This is an optimization exercise on Yosys and OpenROAD, whose aim is small area, not a production implementation. The RTL was checked by simulation tests, not by an equivalence proof against the original design. No activity file was given, so power comes from the tool's default toggle rates.

==> flow/design.v <==
module vram_scanout #(
  parameter int          H_ACTIVE = 640,
  parameter int          H_FP     = 16,
  parameter int          H_SYNC   = 96,
  parameter int          H_BP     = 48,
  parameter int          V_ACTIVE = 480,
  parameter int          V_FP     = 10,
  parameter int          V_SYNC   = 2,
  parameter int          V_BP     = 33,
  parameter int          PIX_DIV  = 4,
  parameter logic [7:0]  FG_COLOR = 8'hFF,
  parameter logic [7:0]  BG_COLOR = 8'h00
) (
  input  logic                clk_i,
  input  logic                rst_ni,
  input  logic [H_ACTIVE-1:0] vram_rd_data_i,
  output logic [8:0]          vram_addr_o,
  output logic                vram_turn_o,
  output logic                pix_en_o,
  output logic                hsync_o,
  output logic                vsync_o,
  output logic [7:0]          rgb_o,
  output logic                frame_start_o
);
  localparam int H_TOTAL = H_ACTIVE + H_FP + H_SYNC + H_BP;
  localparam int V_TOTAL = V_ACTIVE + V_FP + V_SYNC + V_BP;
  localparam int HW = $clog2(H_TOTAL);
  localparam int VW = $clog2(V_TOTAL);
  localparam int DW = (PIX_DIV > 1) ? $clog2(PIX_DIV) : 1;
  localparam logic [DW-1:0] DIV_LAST = DW'(PIX_DIV - 1);
  localparam logic [HW-1:0] H_LAST   = HW'(H_TOTAL - 1);
  localparam logic [HW-1:0] H_ACT    = HW'(H_ACTIVE);
  localparam logic [HW-1:0] H_FETCH  = HW'(H_ACTIVE + 1);
  localparam logic [HW-1:0] HS_BEG   = HW'(H_ACTIVE + H_FP);
  localparam logic [HW-1:0] HS_END   = HW'(H_ACTIVE + H_FP + H_SYNC);
  localparam logic [VW-1:0] V_LAST   = VW'(V_TOTAL - 1);
  localparam logic [VW-1:0] V_ACT    = VW'(V_ACTIVE);
  localparam logic [VW-1:0] VS_BEG   = VW'(V_ACTIVE + V_FP);
  localparam logic [VW-1:0] VS_END   = VW'(V_ACTIVE + V_FP + V_SYNC);
  localparam int RL    = H_ACTIVE + 1;
  localparam int ROT0  = PIX_DIV * (H_TOTAL - H_ACTIVE) - 5;   
  localparam int TAP   = RL - 1;
  localparam int DINV = RL - (RL - 1) / PIX_DIV;
  localparam bit TAP_INV = ((1 + ROT0) % 2) == 1;
  logic [DW-1:0]       div_q;
  logic [HW-1:0]       hcnt_q;
  logic [VW-1:0]       lcnt_q;
  logic                ld_q, nld_q;
  logic                pix_q;
  logic [RL-1:0]       ring_q, ring_d;
  logic                pix_en;
  logic                line_end;
  logic                active;
  logic                guard;
  logic                past_fetch;
  logic                fetching;
  logic                tap;
  assign pix_en     = (div_q == DIV_LAST);
  assign line_end   = pix_en && (hcnt_q == H_LAST);
  assign guard      = (hcnt_q == H_FETCH) && (div_q == '0);
  assign past_fetch = (hcnt_q > H_FETCH) || ((hcnt_q == H_FETCH) && (div_q != '0));
  assign active     = (hcnt_q < H_ACT) && (lcnt_q < V_ACT);
  assign fetching   = (hcnt_q == H_FETCH) &&
                      (guard ? (lcnt_q < V_ACT - 1) || (lcnt_q == V_LAST) : (lcnt_q < V_ACT));
  assign tap        = ring_q[TAP] ^ TAP_INV;
  for (genvar p = 0; p < RL; p++) begin : g_ring
    localparam int H = ((((TAP - ROT0 - p) % RL + RL) % RL) * DINV) % RL;
    localparam int PREV = (p + RL - 1) % RL;
    if (H >= H_ACTIVE) begin : g_pass
      assign ring_d[p] = ~(ring_q[PREV] | ld_q);
    end else begin : g_load
      assign ring_d[p] = ~((vram_rd_data_i[H] | nld_q) & (ring_q[PREV] | ld_q));
    end
  end
  always_ff @(posedge clk_i) begin
    ring_q <= ring_d;
  end
  always_ff @(posedge clk_i) begin
    if (!rst_ni) begin
      div_q   <= '0;
      hcnt_q  <= '0;
      lcnt_q  <= '0;
      ld_q    <= 1'b1;
      nld_q   <= 1'b1;
      pix_q   <= 1'b0;
    end else begin
      if (line_end) {hcnt_q, div_q} <= '0;
      else          {hcnt_q, div_q} <= {hcnt_q, div_q} + 1'b1;
      if (guard) lcnt_q <= (lcnt_q == V_LAST) ? '0 : lcnt_q + 1'b1;
      if (pix_en) pix_q <= active && tap;
      ld_q    <= fetching && (div_q == DW'(2));
      nld_q   <= !(fetching && (div_q == DW'(2)));
    end
  end
  logic hs_n, vs_n;
  assign hs_n = (hcnt_q > HS_BEG) && (hcnt_q <= HS_END);
  assign vs_n = ((hcnt_q == '0) || past_fetch) ? (lcnt_q > VS_BEG) && (lcnt_q <= VS_END)
                                               : (lcnt_q >= VS_BEG) && (lcnt_q < VS_END);
  assign vram_addr_o = (lcnt_q < V_ACT) ? 9'(lcnt_q) : 9'(V_ACTIVE - 1);
  assign vram_turn_o   = !fetching;
  assign pix_en_o      = pix_en;
  assign hsync_o       = !hs_n;
  assign vsync_o       = !vs_n;
  assign rgb_o         = pix_q ? FG_COLOR : BG_COLOR;
  assign frame_start_o = (div_q == '0) && (hcnt_q == HW'(1)) && (lcnt_q == '0);
endmodule
==> flow/config.mk <==
export PLATFORM = sky130hd
export DESIGN_NAME = vram_scanout
export DESIGN_NICKNAME = vram_scanout
export VERILOG_FILES = /design/flow/design.v
export SDC_FILE = /design/flow/constraint.sdc
export NUM_CORES = 4
export LEC_CHECK = 0
export CAP_MARGIN = 0
export CORE_MARGIN = 2
export CORE_UTILIZATION = 50
export SLEW_MARGIN = 0
==> flow/constraint.sdc <==
create_clock -name core_clock -period 10.0 [get_ports {clk_i}]
set_input_delay 2.0000 -clock core_clock [delete_from_list [all_inputs] [get_ports {clk_i}]]
set_output_delay 2.0000 -clock core_clock [all_outputs]
set_load 0.01 [all_outputs]
standard.sh (not shown) runs the stock make flow with config.mk's settings and CLKGATE_MAP_FILE= SYNTH_SCRIPT=/design/flow/synth_recipe.tcl, a recipe that flattens the netlist after the stock synthesis.
==> flow/flow/run.sh <==
#!/bin/bash
# The standard ORFS layout (standard.sh), with two changes:
#  - each port gets the smallest buffer (buf_1) instead of the default one;
#  - CTS builds the tree from clkbuf_4 only, clusters up to 11 flip-flops per
#    leaf buffer and inserts no dummy loads.
set -euo pipefail
export BUFFER_PORTS_ARGS="-buffer_cell sky130_fd_sc_hd__buf_1"
export CTS_ARGS="-sink_clustering_enable -repair_clock_nets -dont_use_dummy_load -sink_clustering_size 11 -sink_clustering_max_diameter 50 -buf_list sky130_fd_sc_hd__clkbuf_4 -root_buf sky130_fd_sc_hd__clkbuf_4"
bash standard.sh > make_flow.log 2>&1
Change:
--- a/flow/design.v
+++ b/flow/design.v
@@ -88,8 +88,8 @@
       else          {hcnt_q, div_q} <= {hcnt_q, div_q} + 1'b1;
       if (guard) lcnt_q <= (lcnt_q == V_LAST) ? '0 : lcnt_q + 1'b1;
       if (pix_en) pix_q <= active && tap;
-      ld_q    <= fetching && (div_q == DW'(2));
-      nld_q   <= !(fetching && (div_q == DW'(2)));
+      ld_q    <= (hcnt_q == H_FETCH) && (div_q == DW'(2));
+      nld_q   <= !((hcnt_q == H_FETCH) && (div_q == DW'(2)));
     end
   end
   logic hs_n, vs_n;
First-iteration DRC count grows by a few percent.
Power hardly moves.
Global-route usage shrinks by 0.53 points.
Area after synthesis hardly moves.
Clock-buffer cell count shrinks by 1.
Sequential power stays flat.
Setup slack degrades by 21 ps.
Design area barely changes.
Fmax shrinks slightly.

static timing again, ports no longer ideal:
Ports are ideal in the flow. The routed layouts listed here were re-timed in OpenROAD. Step 1 assumes that a clkbuf_16 drives the clock port and a buf_2 every other input. Step 2 adds t to the input delays and takes it off the output delays; t is the mean of the earliest and latest rising clock arrival at the registers after step 1. Input paths then give back, and output paths get back, about the clock's delay inside the block. Three values: no drivers, after step 1, after step 2; two values: the first two.
| run | t (ns) | slack for setup (ns) | worst register clock-pin slew, ns |
|---|---|---|---|
| the first run | 0.793 | 5.295 / 5.243 / 6.036 | 0.12 / 0.12 |
| the second run | 0.796 | 5.274 / 5.221 / 6.017 | 0.12 / 0.12 |
After both steps every run listed still meets setup and hold.
